Background: an optimization exercise with open tools, aiming at small area and a short achievable clock period. Do not read the settings as production practice. At most, simulation tests tie the RTL to the original design; equivalence was not proved. Power and IR drop assume default switching activity.

==> flow/design.v (excerpt) <==
module osiris_id_ex #(
    parameter int XLEN = osiris_pkg::XLEN_DEF
) (
    input  logic            i_clk,
    input  logic            i_rst_n,
    input  logic            i_valid,
    input  logic [31:0]     i_instr,
    input  logic [XLEN-1:0] i_pc,
    input  logic [XLEN-1:0] i_rs1_data,
    input  logic [XLEN-1:0] i_rs2_data,
    output logic            o_ex_valid,
    output logic [XLEN-1:0] o_ex_alu_result,
    output logic [XLEN-1:0] o_ex_pc_plus4,
    output logic [XLEN-1:0] o_ex_store_data,
    output logic [4:0]      o_ex_rd,
    output logic            o_ex_reg_write,
    output logic            o_ex_mem_write,
    output logic [1:0]      o_ex_result_src,
    output logic            o_ex_fence,
    output logic            o_pc_src,
    output logic [XLEN-1:0] o_pc_target
);
Size in the first run: ~280 flip-flops, ~0.014 mm2 of cells after synthesis.
export LEC_CHECK = 0
export CAP_MARGIN = 20
export CORE_MARGIN = 2
export CORE_UTILIZATION = 55
export PLACE_DENSITY = 0.68
export SLEW_MARGIN = 20
create_clock -name core_clock -period 8.5 [get_ports {i_clk}]
standard.sh (not shown) runs the stock make flow with config.mk's settings and CLKGATE_MAP_FILE= SYNTH_SCRIPT=/design/flow/synth_recipe.tcl, a recipe that flattens the netlist after the stock synthesis.
==> flow/flow/run.sh <==
#!/bin/bash
set -euo pipefail
export BUFFER_PORTS_ARGS="-buffer_cell sky130_fd_sc_hd__buf_1"
export CTS_ARGS="-sink_clustering_enable -repair_clock_nets -dont_use_dummy_load -sink_clustering_size 20 -sink_clustering_max_diameter 100 -buf_list {sky130_fd_sc_hd__clkbuf_8 sky130_fd_sc_hd__clkbuf_16}"
export SETUP_SLACK_MARGIN=5.85
bash standard.sh > standard.log 2>&1
Rerun with:
==> flow/flow/run.sh (replaced) <==
#!/bin/bash
set -euo pipefail
export BUFFER_PORTS_ARGS="-buffer_cell sky130_fd_sc_hd__buf_1"
export CTS_ARGS="-sink_clustering_enable -repair_clock_nets -dont_use_dummy_load -sink_clustering_size 20 -sink_clustering_max_diameter 100 -buf_list {sky130_fd_sc_hd__clkbuf_8 sky130_fd_sc_hd__clkbuf_16}"
export SETUP_SLACK_MARGIN=5.8
bash standard.sh > standard.log 2>&1
Cell area came out lower by a few percent.
Cell count came out lower slightly.
Power came out lower by a few percent.
Rerun with:
==> flow/flow/run.sh (replaced) <==
#!/bin/bash
set -euo pipefail
export BUFFER_PORTS_ARGS="-buffer_cell sky130_fd_sc_hd__buf_1"
export CTS_ARGS="-sink_clustering_enable -repair_clock_nets -dont_use_dummy_load -sink_clustering_size 14 -sink_clustering_max_diameter 80 -buf_list {sky130_fd_sc_hd__clkbuf_8 sky130_fd_sc_hd__clkbuf_16}"
export SETUP_SLACK_MARGIN=5.75
bash standard.sh > standard.log 2>&1
=> The changed run ran to the end with no violations; synthesized area does not change; register-to-register slack gets worse by 30 ps; total power rises by 2.6%; clock-buffer cell count rises by 6; flip-flop and latch count does not change.
Rerun with:
==> flow/flow/run.sh (replaced) <==
#!/bin/bash
set -euo pipefail
export BUFFER_PORTS_ARGS="-buffer_cell sky130_fd_sc_hd__buf_1"
export CTS_ARGS="-sink_clustering_enable -repair_clock_nets -dont_use_dummy_load -sink_clustering_size 20 -sink_clustering_max_diameter 100 -buf_list {sky130_fd_sc_hd__clkbuf_8 sky130_fd_sc_hd__clkbuf_16}"
export SETUP_SLACK_MARGIN=5.65
bash standard.sh > standard.log 2>&1
=> The new run ran to the end with no violations; wire length is higher by 6.9%; core utilization is lower by 0.67 points; worst hold slack got worse by 4.4 ps; global-route usage is higher by 2.3 points; register-to-register slack got worse by 130 ps; critical path depth is higher by 10; worst setup slack got worse by 93 ps; power is lower by 3.0%; via count is higher by 2.1%; area after synthesis stays the same; non-clock buffer count is higher by 4.
Rerun with:
==> flow/flow/run.sh (replaced) <==
#!/bin/bash
set -euo pipefail
export BUFFER_PORTS_ARGS="-buffer_cell sky130_fd_sc_hd__buf_1"
export CTS_ARGS="-sink_clustering_enable -repair_clock_nets -dont_use_dummy_load -sink_clustering_size 10 -sink_clustering_max_diameter 60 -buf_list {sky130_fd_sc_hd__clkbuf_8 sky130_fd_sc_hd__clkbuf_16}"
export SETUP_SLACK_MARGIN=5.75
bash standard.sh > standard.log 2>&1
After rerunning:
- area after synthesis is unchanged
- design area came out higher by 3.8%
- count of clock-buffer cells in the layout goes up by 16
- non-clock buffer count climbs by 6
- setup slack gets better by 72 ps
- final cell count goes up by 1.0%
Rerun with:
==> flow/flow/run.sh (replaced) <==
#!/bin/bash
set -euo pipefail
export BUFFER_PORTS_ARGS="-buffer_cell sky130_fd_sc_hd__buf_1"
export CTS_ARGS="-sink_clustering_enable -repair_clock_nets -dont_use_dummy_load -sink_clustering_size 20 -sink_clustering_max_diameter 100 -buf_list {sky130_fd_sc_hd__clkbuf_8 sky130_fd_sc_hd__clkbuf_16}"
export SETUP_SLACK_MARGIN=5.75
bash standard.sh > standard.log 2>&1
Fmax went up by about 0.3%.
Via count drops by about 1.7%.
Setup slack gets better by 8.5 ps.
Flip-flop and latch count stays the same.
Clock power came out lower by 36%.
Count of clock-buffer cells in the layout shrinks by 17.
Total power shrinks by 12%.
Utilization drops by 2.2 points.
Final cell count drops by 1.2%.
Synthesized cell count does not change.
Routed wire length came out lower by about 2.7%.

========
## JK
osiris_id_ex, a different RTL version from the one above (not shown whole).
For scale: ~1300 cells after synthesis, about 260 flip-flops, about 270 I/O pins, about 0.013 sq mm of cells after synthesis.
export LEC_CHECK = 0
export CAP_MARGIN = 20
export CORE_MARGIN = 2
export CORE_UTILIZATION = 60
export PLACE_DENSITY = 0.7
export SLEW_MARGIN = 20
create_clock -name core_clock -period 8.5 [get_ports {i_clk}]
==> flow/flow/run.sh <==
#!/bin/bash
set -euo pipefail
export BUFFER_PORTS_ARGS="-buffer_cell sky130_fd_sc_hd__buf_1"
export CTS_ARGS="-sink_clustering_enable -repair_clock_nets -dont_use_dummy_load -sink_clustering_size 20 -sink_clustering_max_diameter 100 -buf_list {sky130_fd_sc_hd__clkbuf_8 sky130_fd_sc_hd__clkbuf_16}"
export SETUP_SLACK_MARGIN=5.5
bash standard.sh > standard.log 2>&1
JK closes out successfully: all stages finished, all timing, DRC and antenna checks passed.
For MS, these inputs were changed with respect to JK:
# JK
export LEC_CHECK = 0
export CAP_MARGIN = 20
export CORE_MARGIN = 2
export CORE_UTILIZATION = 60
export PLACE_DENSITY = 0.7
export SLEW_MARGIN = 20
create_clock -name core_clock -period 8.5 [get_ports {i_clk}]
# MS
export LEC_CHECK = 0
export CAP_MARGIN = 20
export CORE_MARGIN = 2
export CORE_UTILIZATION = 75
export PLACE_DENSITY = 0.85
export SLEW_MARGIN = 20
create_clock -name core_clock -period 8.5 [get_ports {i_clk}]
Findings:
MS did not run to completion, as it errored out during global routing (5_1_grt). Changes observed in MS relative to JK: total I/O pin count essentially unchanged, total of cells resized after clock tree synthesis increased 14, maximum number of buffers from clock root to sink essentially unchanged, total half-perimeter wirelength after legalization and detailed placement increased about 4.4%. Per the comparison of MS with JK, pre-CTS worst setup slack went down, post-placement cell count has decreased, effective utilization at floorplan now sits higher. Summary: with JK as the reference, y dimension of the die in MS moved down by more than 10%.
Modified inputs, AL compared to MS
# MS
export LEC_CHECK = 0
export CAP_MARGIN = 20
export CORE_MARGIN = 2
export CORE_UTILIZATION = 75
export PLACE_DENSITY = 0.85
export SLEW_MARGIN = 20
create_clock -name core_clock -period 8.5 [get_ports {i_clk}]
# AL
export LEC_CHECK = 0
export CAP_MARGIN = 20
export CORE_MARGIN = 2
export CORE_UTILIZATION = 40
export SLEW_MARGIN = 20
create_clock -name core_clock -period 8.5 [get_ports {i_clk}]
Notes after the runs:
Comparing MS against AL, there is no change at all in xor and xnor fraction of the mapped netlist area.
Sort MS and AL by initial core utilization, descending, and MS comes first.
Out of MS and AL, the only run to close with the timing, DRC and antenna checks passing was AL.
For MS, the flow was terminated by a tool error in global routing (5_1_grt) and produced no final design.
Per the comparison of AL with MS, number of unique standard cell types used by synthesis roughly the same; number of clock buffers inserted by TritonCTS essentially unchanged; port buffer count held steady.
MS → AL: post-synthesis instance total was more or less identical; chip width went up by 36%; number of buffers inserted by post-CTS setup repair went down by 3.
Measured against AL, the count of standard-cell rows of MS comes out at 0.73 times the reference value.

========
Setup of oak:
Another version of the RTL of osiris_id_ex (not shown whole).
Size in the first run: roughly 1600 cells after synthesis, roughly 250 flip-flops, about 270 I/O pins.
Settings: LEC_CHECK=0, CAP_MARGIN=20, CORE_MARGIN=2, CORE_UTILIZATION=40, SETUP_SLACK_MARGIN=5, SLEW_MARGIN=20; clock period 8.5 ns.
run.sh (not shown) runs the stock make flow with config.mk's settings and CLKGATE_MAP_FILE= SYNTH_SCRIPT=/design/flow/synth_recipe.tcl, a recipe that flattens the netlist after the stock synthesis.
Stock flow here: none of the scripts above is used.
### oak -> pine
# oak
export LEC_CHECK = 0
export CAP_MARGIN = 20
export CORE_MARGIN = 2
export CORE_UTILIZATION = 40
export SETUP_SLACK_MARGIN = 5
export SLEW_MARGIN = 20
create_clock -name core_clock -period 8.5 [get_ports {i_clk}]
# pine
export LEC_CHECK = 0
export CAP_MARGIN = 20
export CORE_MARGIN = 2
export CORE_UTILIZATION = 40
export SLEW_MARGIN = 20
create_clock -name core_clock -period 8.5 [get_ports {i_clk}]
==> flow/flow/run.sh (new file) <==
#!/bin/bash
set -euo pipefail
export BUFFER_PORTS_ARGS="-buffer_cell sky130_fd_sc_hd__buf_2"
export SETUP_SLACK_MARGIN=5.8
bash standard.sh > standard.log 2>&1
==> flow/standard.sh (new file) <==
#!/bin/bash
# synth_recipe.tcl (not shown) runs the flow's synth.tcl, then flattens the netlist and writes it again
# the make line also repeats each setting of config.mk as NAME=value (left out here)
make -C /OpenROAD-flow-scripts/flow DESIGN_CONFIG=/design/flow/config.mk WORK_HOME=/design/flow/orfs CLKGATE_MAP_FILE= SYNTH_SCRIPT=/design/flow/synth_recipe.tcl "${@:-finish}"
removed: flow/run.sh
Per the final summary, pine finished and its layout is clean on timing, DRC and antenna. Compared pine vs oak, and number of antenna violations at the first check in global routing is down in pine. Taking oak as the reference, in pine mean number of vias per cell moved up, total negative slack for setup checks roughly the same. Going from oak to pine, cell area saw an increase, power in sequential cells saw an increase. On fmax, the higher figure sits with pine, not oak. Comparing the two runs side by side, pine comes out behind oak on global-route wire length before repair. oak has a lower wire length reported by the detailed router than pine. The routing usage on met2 number comes out higher for pine vs oak. Against oak as the reference, pine delivers a higher utilization. Looking at global routing usage summed across all routing layers across oak and pine, the one that comes out lower is oak.
> inputs changed (pine -> birch)
# pine
export LEC_CHECK = 0
export CAP_MARGIN = 20
export CORE_MARGIN = 2
export CORE_UTILIZATION = 40
export SLEW_MARGIN = 20
create_clock -name core_clock -period 8.5 [get_ports {i_clk}]
# birch
export LEC_CHECK = 0
export CAP_MARGIN = 20
export CORE_MARGIN = 2
export CORE_UTILIZATION = 40
export CTS_BUF_LIST = sky130_fd_sc_hd__clkbuf_4 sky130_fd_sc_hd__clkbuf_8
export SLEW_MARGIN = 20
create_clock -name core_clock -period 8.5 [get_ports {i_clk}]
==> flow/flow/run.sh <==
#!/bin/bash
set -euo pipefail
export BUFFER_PORTS_ARGS="-buffer_cell sky130_fd_sc_hd__buf_1"
export SETUP_SLACK_MARGIN=5.5
bash standard.sh > standard.log 2>&1
--- outcome ---
- Max-slew headroom at the worst pin: pine and birch compared, lower one is birch
- Between pine and birch, count of non-CTS buffers in the layout is higher for pine, birch comes in under that.
- Delta (birch minus pine): top-level port count shows no meaningful change; final area moved down.
- Taking pine as the reference, in birch clock slew at the register clock pins of the worst setup and hold paths flat, maximum frequency rose 0.56%, multi-input gate share of the layout cell area grew by 2.8 points, routed via count went down.
#### Input delta (maple over birch)
# birch
export LEC_CHECK = 0
export CAP_MARGIN = 20
export CORE_MARGIN = 2
export CORE_UTILIZATION = 40
export CTS_BUF_LIST = sky130_fd_sc_hd__clkbuf_4 sky130_fd_sc_hd__clkbuf_8
export SLEW_MARGIN = 20
create_clock -name core_clock -period 8.5 [get_ports {i_clk}]
# maple
export LEC_CHECK = 0
export CAP_MARGIN = 20
export CORE_MARGIN = 2
export CORE_UTILIZATION = 40
export SLEW_MARGIN = 20
create_clock -name core_clock -period 8.5 [get_ports {i_clk}]
--- a/flow/flow/run.sh
+++ b/flow/flow/run.sh
@@ -4 +4,2 @@
-export SETUP_SLACK_MARGIN=5.5
+export CTS_ARGS="-sink_clustering_enable -repair_clock_nets -dont_use_dummy_load -sink_clustering_size 20 -sink_clustering_max_diameter 100 -buf_list {sky130_fd_sc_hd__clkbuf_8 sky130_fd_sc_hd__clkbuf_16}"
+export SETUP_SLACK_MARGIN=5.2
Results
- A last element of the critical path of u_id_ex_reg.o_result[9] is what maple shows, while u_if_id_reg.o_ctrl[11] belongs to birch.
- Compared with birch, maple shows wire length on met3 lower by 12%.
- Taking birch as the reference point, the iteration count of the initial detailed-routing pass of maple rises by 1.
- Cell area in maple is 6.2% lower than in birch
- Against birch, met2 wirelength from detailed routing in maple fell slightly.
No functional check of the RTL was part of any run of this note.

[re-timing with driven ports]
In the flow no input, the clock included, has a driving cell. The finished layouts below were timed again as built, in two steps.
Step 1 sets driving cells, clkbuf_16 on the clock port and buf_2 on the other inputs (assumed; they add their load-dependent delay and slew).
Step 2, shift: input delay + t, output delay - t, t = (earliest + latest rising clock arrival at the registers) / 2. This alone moves slack from input paths to output paths.
Slacks: ideal / step 1 / step 2; pairs: ideal / step 1.
run | t, ns | slack for setup (ns) | worst setup path after step 2
the first run of note 1 | 0.548 | 5.810 / 5.758 / 5.300 | input to register
the second run of note 1 | 0.555 | 5.790 / 5.769 / 5.261 | input to register
the third run of note 1 | 0.565 | 5.783 / 5.734 / 5.283 | input to register
the fourth run of note 1 | 0.547 | 5.690 / 5.684 / 5.200 | input to register
the fifth run of note 1 | 0.551 | 5.763 / 5.712 / 5.247 | input to register
the sixth run of note 1 | 0.546 | 5.771 / 5.722 / 5.295 | input to register
JK | 0.540 | 5.396 / 5.396 / 5.001 | input to register
AL | 0.550 | 5.343 / 5.343 / 5.017 | input to register
oak | 0.618 | 5.035 / 5.038 / 4.420 | input to register
pine | 0.628 | 5.416 / 5.432 / 4.804 | input to register
birch | 0.662 | 5.433 / 5.440 / 4.778 | input to register
maple | 0.549 | 5.233 / 5.233 / 4.713 | input to register
After both steps every run listed still meets setup and hold. For birch, which loses most, drivers alone change the setup slack by +0.007 ns; drivers and shift together by -0.655 ns.
